From an optimization exercise on the open Yosys and OpenROAD flow, aimed at small area, a short achievable clock period and few clock cycles per item; shortcuts taken in it are not production practice.

==> 02-09 <==
==> flow/design.v <==
`default_nettype none
package srtc_pkg;
   localparam int unsigned POS_W   = 16;
   localparam int unsigned DELTA_W = 15;
   localparam int unsigned US_W    = 11;
   localparam int unsigned PULSE_W = 12;
   localparam int unsigned PROD_W  = 27;
   localparam int unsigned CODE_W  = 3;
   localparam logic [7:0] CSR_BISTABLE_MODE      = 8'd0;
   localparam logic [7:0] CSR_TRIGGER_ACTIVE_LOW = 8'd1;
   localparam logic [7:0] CSR_MIN_PULSE_US       = 8'd2;
   localparam logic [7:0] CSR_PULSE_SPAN_US      = 8'd3;
   localparam logic [US_W-1:0] MIN_PULSE_RESET  = 11'd1000;
   localparam logic [US_W-1:0] PULSE_SPAN_RESET = 11'd1000;
   localparam logic [CODE_W-1:0] RAMP_CODE_IDLE  = 3'd0;
   localparam logic [CODE_W-1:0] RAMP_CODE_ATOB  = 3'd1;
   localparam logic [CODE_W-1:0] RAMP_CODE_ATTOP = 3'd2;
   localparam logic [CODE_W-1:0] RAMP_CODE_BTOA  = 3'd3;
   localparam logic [CODE_W-1:0] RAMP_CODE_WAIT  = 3'd4;
endpackage
`default_nettype wire
`default_nettype none
module srtc_useq (
   input  wire  clock,
   input  wire  reset,
   input  wire  req_valid,
   input  wire  rsp_ready,
   output logic adv,
   output logic in_fire,
   output logic v1,
   output logic v2,
   output logic v3,
   output logic rsp_valid
);
   assign adv     = !rsp_valid || rsp_ready;
   assign in_fire = req_valid && adv && !reset;
   always_ff @(posedge clock) begin
      if (reset) begin
         v1        <= 1'b0;
         v2        <= 1'b0;
         v3        <= 1'b0;
         rsp_valid <= 1'b0;
      end else if (adv) begin
         v1        <= in_fire;
         v2        <= v1;
         v3        <= v2;
         rsp_valid <= v3;
      end
   end
endmodule
`default_nettype wire
`default_nettype none
import srtc_pkg::*;
module srtc_ramp (
   input  wire                             clock,
   input  wire                             reset,
   input  wire                             en,
   input  wire                             bistable_mode,
   input  wire                             act,
   input  wire [srtc_pkg::DELTA_W-1:0]     delta,
   output logic [srtc_pkg::CODE_W-1:0]     state_code,
   output logic [srtc_pkg::POS_W-1:0]      phase
);
   logic [CODE_W-1:0]  state_ff;
   logic [CODE_W-1:0]  state_in;
   logic [POS_W-1:0]   phasor_ff;
   logic [POS_W-1:0]   phasor_in;
   logic               rising_ff;
   logic               rising_in;
   logic               dir;
   logic [POS_W:0]     up_sum;
   logic [POS_W:0]     down_sum;
   logic [POS_W-1:0]   adv_phase;
   logic               hit;
   always_comb begin
      dir = rising_ff;
      if (bistable_mode) begin
         if (state_ff == RAMP_CODE_ATOB && !act) begin
            dir = 1'b0;
         end else if (state_ff == RAMP_CODE_BTOA && act) begin
            dir = 1'b1;
         end
      end
   end
   assign up_sum   = {1'b0, phasor_ff} + {2'b00, delta};
   assign down_sum = {1'b0, phasor_ff} - {2'b00, delta};
   always_comb begin
      if (dir) begin
         hit       = up_sum[POS_W];
         adv_phase = up_sum[POS_W] ? {POS_W{1'b1}} : up_sum[POS_W-1:0];
      end else begin
         hit       = down_sum[POS_W];
         adv_phase = down_sum[POS_W] ? {POS_W{1'b0}} : down_sum[POS_W-1:0];
      end
   end
   always_comb begin
      state_in  = state_ff;
      phasor_in = phasor_ff;
      rising_in = rising_ff;
      if (bistable_mode) begin
         case (state_ff)
            RAMP_CODE_IDLE: begin
               if (act) begin
                  state_in  = RAMP_CODE_ATOB;
                  rising_in = 1'b1;
               end
            end
            RAMP_CODE_ATOB: begin
               if (!act) begin
                  state_in  = RAMP_CODE_BTOA;
                  rising_in = 1'b0;
               end
               phasor_in = adv_phase;
               if (hit) begin
                  state_in = RAMP_CODE_ATTOP;
               end
            end
            RAMP_CODE_ATTOP: begin
               if (!act) begin
                  state_in  = RAMP_CODE_BTOA;
                  rising_in = 1'b0;
               end
            end
            RAMP_CODE_BTOA: begin
               if (act) begin
                  state_in  = RAMP_CODE_ATOB;
                  rising_in = 1'b1;
               end
               phasor_in = adv_phase;
               if (hit) begin
                  state_in = RAMP_CODE_IDLE;
               end
            end
            default: state_in = RAMP_CODE_IDLE;
         endcase
      end else begin
         case (state_ff)
            RAMP_CODE_IDLE: begin
               if (act) begin
                  state_in  = RAMP_CODE_ATOB;
                  rising_in = 1'b1;
               end
            end
            RAMP_CODE_ATOB: begin
               phasor_in = adv_phase;
               if (hit) begin
                  state_in  = RAMP_CODE_BTOA;
                  rising_in = 1'b0;
               end
            end
            RAMP_CODE_ATTOP: begin
               state_in  = RAMP_CODE_BTOA;
               rising_in = 1'b0;
            end
            RAMP_CODE_BTOA: begin
               phasor_in = adv_phase;
               if (hit) begin
                  state_in = RAMP_CODE_WAIT;
               end
            end
            RAMP_CODE_WAIT: begin
               if (!act) begin
                  state_in = RAMP_CODE_IDLE;
               end
            end
            default: state_in = RAMP_CODE_IDLE;
         endcase
      end
   end
   always_ff @(posedge clock) begin
      if (reset) begin
         state_ff  <= RAMP_CODE_IDLE;
         phasor_ff <= '0;
         rising_ff <= 1'b1;
      end else if (en) begin
         state_ff  <= state_in;
         phasor_ff <= phasor_in;
         rising_ff <= rising_in;
      end
   end
   assign state_code = state_ff;
   assign phase      = phasor_ff;
endmodule
`default_nettype wire
`default_nettype none
import srtc_pkg::*;
module srtc_dpath (
   input  wire                           clock,
   input  wire                           adv,
   input  wire                           trigger_active_low,
   input  wire [srtc_pkg::US_W-1:0]      min_pulse_us,
   input  wire [srtc_pkg::US_W-1:0]      pulse_span_us,
   input  wire [srtc_pkg::POS_W-1:0]     pos_a,
   input  wire [srtc_pkg::POS_W-1:0]     pos_b,
   input  wire [srtc_pkg::POS_W-1:0]     travel_time,
   input  wire                           trigger_pin,
   input  wire [srtc_pkg::CODE_W-1:0]    state_code,
   input  wire [srtc_pkg::POS_W-1:0]     phase,
   output logic                          act,
   output logic [srtc_pkg::DELTA_W-1:0]  delta,
   output logic [srtc_pkg::PULSE_W-1:0]  rsp_pulse_us,
   output logic [srtc_pkg::CODE_W-1:0]   rsp_ramp_state,
   output logic [srtc_pkg::POS_W-1:0]    rsp_phase
);
   logic [POS_W-1:0]   a1_ff;
   logic [POS_W-1:0]   dmag1_ff;
   logic               dneg1_ff;
   logic [7:0]         tt1_ff;
   logic               pin1_ff;
   logic [PROD_W-1:0]  rp2_ff;
   logic [PROD_W-1:0]  op2_ff;
   logic               neg2_ff;
   logic [PROD_W-1:0]  p3_ff;
   logic [PULSE_W-1:0] mo3_ff;
   logic               neg3_ff;
   logic [POS_W-1:0]   phase3_ff;
   logic [CODE_W-1:0]  state3_ff;
   logic [POS_W:0]     diff;
   logic [3:0]         seg;
   logic [3:0]         frac;
   logic [DELTA_W-1:0] base;
   logic [9:0]         slope;
   logic [US_W-1:0]    rq;
   logic [POS_W:0]     rng_rem;
   logic [US_W-1:0]    oq;
   logic [POS_W:0]     off_rem;
   logic [PROD_W-1:0]  res_prod;
   logic [US_W-1:0]    pq;
   logic [POS_W:0]     res_rem;
   logic [PULSE_W-1:0] res_q;
   logic               res_cin;
   function automatic logic [srtc_pkg::DELTA_W-1:0] step_base(input logic [3:0] idx);
      case (idx)
         4'd0:  step_base = 15'd131;
         4'd1:  step_base = 15'd164;
         4'd2:  step_base = 15'd218;
         4'd3:  step_base = 15'd262;
         4'd4:  step_base = 15'd328;
         4'd5:  step_base = 15'd437;
         4'd6:  step_base = 15'd524;
         4'd7:  step_base = 15'd655;
         4'd8:  step_base = 15'd749;
         4'd9:  step_base = 15'd874;
         4'd10: step_base = 15'd1049;
         4'd11: step_base = 15'd1311;
         4'd12: step_base = 15'd1748;
         4'd13: step_base = 15'd2621;
         4'd14: step_base = 15'd5243;
         default: step_base = 15'd13107;
      endcase
   endfunction
   function automatic logic [9:0] step_slope(input logic [3:0] idx);
      case (idx)
         4'd0:  step_slope = 10'd2;
         4'd1:  step_slope = 10'd3;
         4'd2:  step_slope = 10'd2;
         4'd3:  step_slope = 10'd4;
         4'd4:  step_slope = 10'd6;
         4'd5:  step_slope = 10'd5;
         4'd6:  step_slope = 10'd8;
         4'd7:  step_slope = 10'd5;
         4'd8:  step_slope = 10'd7;
         4'd9:  step_slope = 10'd10;
         4'd10: step_slope = 10'd16;
         4'd11: step_slope = 10'd27;
         4'd12: step_slope = 10'd54;
         4'd13: step_slope = 10'd163;
         4'd14: step_slope = 10'd491;
         default: step_slope = 10'd819;
      endcase
   endfunction
   assign diff = {1'b0, pos_b} - {1'b0, pos_a};
   always_ff @(posedge clock) begin
      if (adv) begin
         a1_ff    <= pos_a;
         dmag1_ff <= diff[POS_W] ? (pos_a - pos_b) : diff[POS_W-1:0];
         dneg1_ff <= diff[POS_W];
         tt1_ff   <= travel_time[15:8];
         pin1_ff  <= trigger_pin;
      end
   end
   assign act   = pin1_ff ^ trigger_active_low;
   assign seg   = tt1_ff[7:4];
   assign frac  = tt1_ff[3:0];
   assign base  = step_base(seg);
   assign slope = step_slope(seg);
   assign delta = base + DELTA_W'(slope * frac);
   always_ff @(posedge clock) begin
      if (adv) begin
         rp2_ff  <= PROD_W'(dmag1_ff) * PROD_W'(pulse_span_us);
         op2_ff  <= PROD_W'(a1_ff) * PROD_W'(pulse_span_us);
         neg2_ff <= dneg1_ff;
      end
   end
   assign rq      = rp2_ff[PROD_W-1:POS_W];
   assign rng_rem = {1'b0, rp2_ff[POS_W-1:0]} + {6'b0, rq} + 17'd1;
   assign oq      = op2_ff[PROD_W-1:POS_W];
   assign off_rem = {1'b0, op2_ff[POS_W-1:0]} + {6'b0, oq} + 17'd1;
   assign res_prod = PROD_W'(phase) * PROD_W'(rq) + (rng_rem[POS_W] ? PROD_W'(phase) : PROD_W'(0));
   always_ff @(posedge clock) begin
      if (adv) begin
         p3_ff     <= res_prod;
         mo3_ff    <= {1'b0, min_pulse_us} + {1'b0, oq} + {11'b0, off_rem[POS_W]};
         neg3_ff   <= neg2_ff;
         phase3_ff <= phase;
         state3_ff <= state_code;
      end
   end
   assign pq      = p3_ff[PROD_W-1:POS_W];
   assign res_rem = {1'b0, p3_ff[POS_W-1:0]} + {6'b0, pq} + 17'd1;
   assign res_q   = {1'b0, pq} ^ {PULSE_W{neg3_ff}};
   assign res_cin = res_rem[POS_W] ^ neg3_ff;
   always_ff @(posedge clock) begin
      if (adv) begin
         rsp_pulse_us   <= mo3_ff + res_q + {11'b0, res_cin};
         rsp_ramp_state <= state3_ff;
         rsp_phase      <= phase3_ff;
      end
   end
endmodule
`default_nettype wire
`default_nettype none
import srtc_pkg::*;
module servo_ramp_trigger_controller_unit (
   input  wire         clock,
   input  wire         reset,
   input  wire         req_tvalid,
   output logic        req_tready,
   input  wire  [55:0] req_tdata,
   output logic        rsp_tvalid,
   input  wire         rsp_tready,
   output logic [31:0] rsp_tdata,
   input  wire         csr_valid,
   output logic        csr_ready,
   input  wire  [7:0]  csr_index,
   input  wire  [10:0] csr_data
);
   logic               bistable_mode_ff;
   logic               trigger_active_low_ff;
   logic [US_W-1:0]    min_pulse_us_ff;
   logic [US_W-1:0]    pulse_span_us_ff;
   logic               adv;
   logic               in_fire;
   logic               v1;
   logic               v2;
   logic               v3;
   logic               act;
   logic [DELTA_W-1:0] delta;
   logic [CODE_W-1:0]  state_code;
   logic [POS_W-1:0]   phase;
   logic [PULSE_W-1:0] rsp_pulse_us;
   logic [CODE_W-1:0]  rsp_ramp_state;
   logic [POS_W-1:0]   rsp_phase;
   assign csr_ready = !reset;
   always_ff @(posedge clock) begin
      if (reset) begin
         bistable_mode_ff      <= 1'b1;
         trigger_active_low_ff <= 1'b1;
         min_pulse_us_ff       <= MIN_PULSE_RESET;
         pulse_span_us_ff      <= PULSE_SPAN_RESET;
      end else if (csr_valid) begin
         case (csr_index)
            CSR_BISTABLE_MODE:      bistable_mode_ff      <= csr_data[0];
            CSR_TRIGGER_ACTIVE_LOW: trigger_active_low_ff <= csr_data[0];
            CSR_MIN_PULSE_US:       min_pulse_us_ff       <= csr_data;
            CSR_PULSE_SPAN_US:      pulse_span_us_ff      <= csr_data;
            default: begin
            end
         endcase
      end
   end
   srtc_useq u_useq (
      .clock     (clock),
      .reset     (reset),
      .req_valid (req_tvalid),
      .rsp_ready (rsp_tready),
      .adv       (adv),
      .in_fire   (in_fire),
      .v1        (v1),
      .v2        (v2),
      .v3        (v3),
      .rsp_valid (rsp_tvalid)
   );
   assign req_tready = adv && !reset;
   srtc_ramp u_ramp (
      .clock         (clock),
      .reset         (reset),
      .en            (adv && v1),
      .bistable_mode (bistable_mode_ff),
      .act           (act),
      .delta         (delta),
      .state_code    (state_code),
      .phase         (phase)
   );
   srtc_dpath u_dpath (
      .clock              (clock),
      .adv                (adv),
      .trigger_active_low (trigger_active_low_ff),
      .min_pulse_us       (min_pulse_us_ff),
      .pulse_span_us      (pulse_span_us_ff),
      .pos_a              (req_tdata[15:0]),
      .pos_b              (req_tdata[31:16]),
      .travel_time        (req_tdata[47:32]),
      .trigger_pin        (req_tdata[48]),
      .state_code         (state_code),
      .phase              (phase),
      .act                (act),
      .delta              (delta),
      .rsp_pulse_us       (rsp_pulse_us),
      .rsp_ramp_state     (rsp_ramp_state),
      .rsp_phase          (rsp_phase)
   );
   assign rsp_tdata = {1'b0, rsp_phase, rsp_ramp_state, rsp_pulse_us};
endmodule
`default_nettype wire
==> flow/run.sh <==
#!/bin/bash
# synth_recipe.tcl (not shown) runs the flow's synth.tcl, then flattens the netlist and writes it again
# the make line also repeats each setting of config.mk as NAME=value (left out here)
make -C /OpenROAD-flow-scripts/flow DESIGN_CONFIG=/design/flow/config.mk WORK_HOME=/design/flow/orfs CLKGATE_MAP_FILE= SYNTH_SCRIPT=/design/flow/synth_recipe.tcl finish
==> flow/config.mk <==
export PLATFORM = sky130hd
export DESIGN_NAME = servo_ramp_trigger_controller_unit
export DESIGN_NICKNAME = servo_ramp_trigger_controller_unit
export VERILOG_FILES = /design/flow/design.v
export SDC_FILE = /design/flow/constraint.sdc
export NUM_CORES = 4
export LEC_CHECK = 0
export CAP_MARGIN = 20
export CORE_MARGIN = 2
export CORE_UTILIZATION = 40
export SETUP_SLACK_MARGIN = 5
export SLEW_MARGIN = 20
==> flow/constraint.sdc <==
create_clock -name core_clock -period 9.5 [get_ports {clock}]
set_input_delay 1.9000 -clock core_clock [delete_from_list [all_inputs] [get_ports {clock}]]
set_output_delay 1.9000 -clock core_clock [all_outputs]
set_load 0.01 [all_outputs]
==> inputs of 05-25, as changes to 02-09 <==
--- a/flow/config.mk
+++ b/flow/config.mk
@@ -10,3 +10,2 @@
 export CORE_UTILIZATION = 40
-export SETUP_SLACK_MARGIN = 5
 export SLEW_MARGIN = 20
==> results.yml <==
run_status:
  outcome: "finished clean"
setup_path:
  cp_max_fo: 17
layout:
  regArea_um2: 7038
detailed_routing:
  drtIter0Drc: 1037
  wl_met2_um: 33760
  totalWireLength_um: 73320
power_and_ir_drop:
  seq-power_mw: 2.18
the above is filed under 05-25

==> results.yml <==
layout:
  regArea_um2: 7044
setup_path:
  cp_data_required_time_ns: 9.80
  cp_max_fo: 6
detailed_routing:
  drtIter0Drc: 1196
  wl_met2_um: 35060
  totalWireLength_um: 76130
power_and_ir_drop:
  seq-power_mw: 2.10
run_status:
  outcome: "finished clean"
the above is filed under 02-09

Function was not checked in any run of this note: the RTL went through the layout flow alone.

==> static timing again, ports no longer ideal <==
How much do the figures lean on ideal ports? The routed layouts below were timed once more, with nothing changed but the port constraints.
Step 1 sets driving cells, clkbuf_16 on the clock port and buf_2 on the other inputs (assumed; they add their load-dependent delay and slew).
Step 2 times the ports against the registers' clock, not the clock port: input delays grow and output delays shrink by t, the midpoint of the rising clock arrivals with the driver on.
Three values: ideal, step 1, step 2; two values: the first two.
run	t (ns)	setup slack, ns	worst setup path after step 2
02-09	0.615	3.216 / 3.216 / 3.216	register to register
05-25	0.603	1.959 / 1.959 / 1.959	register to register
After both steps setup and hold are still met in every run listed.
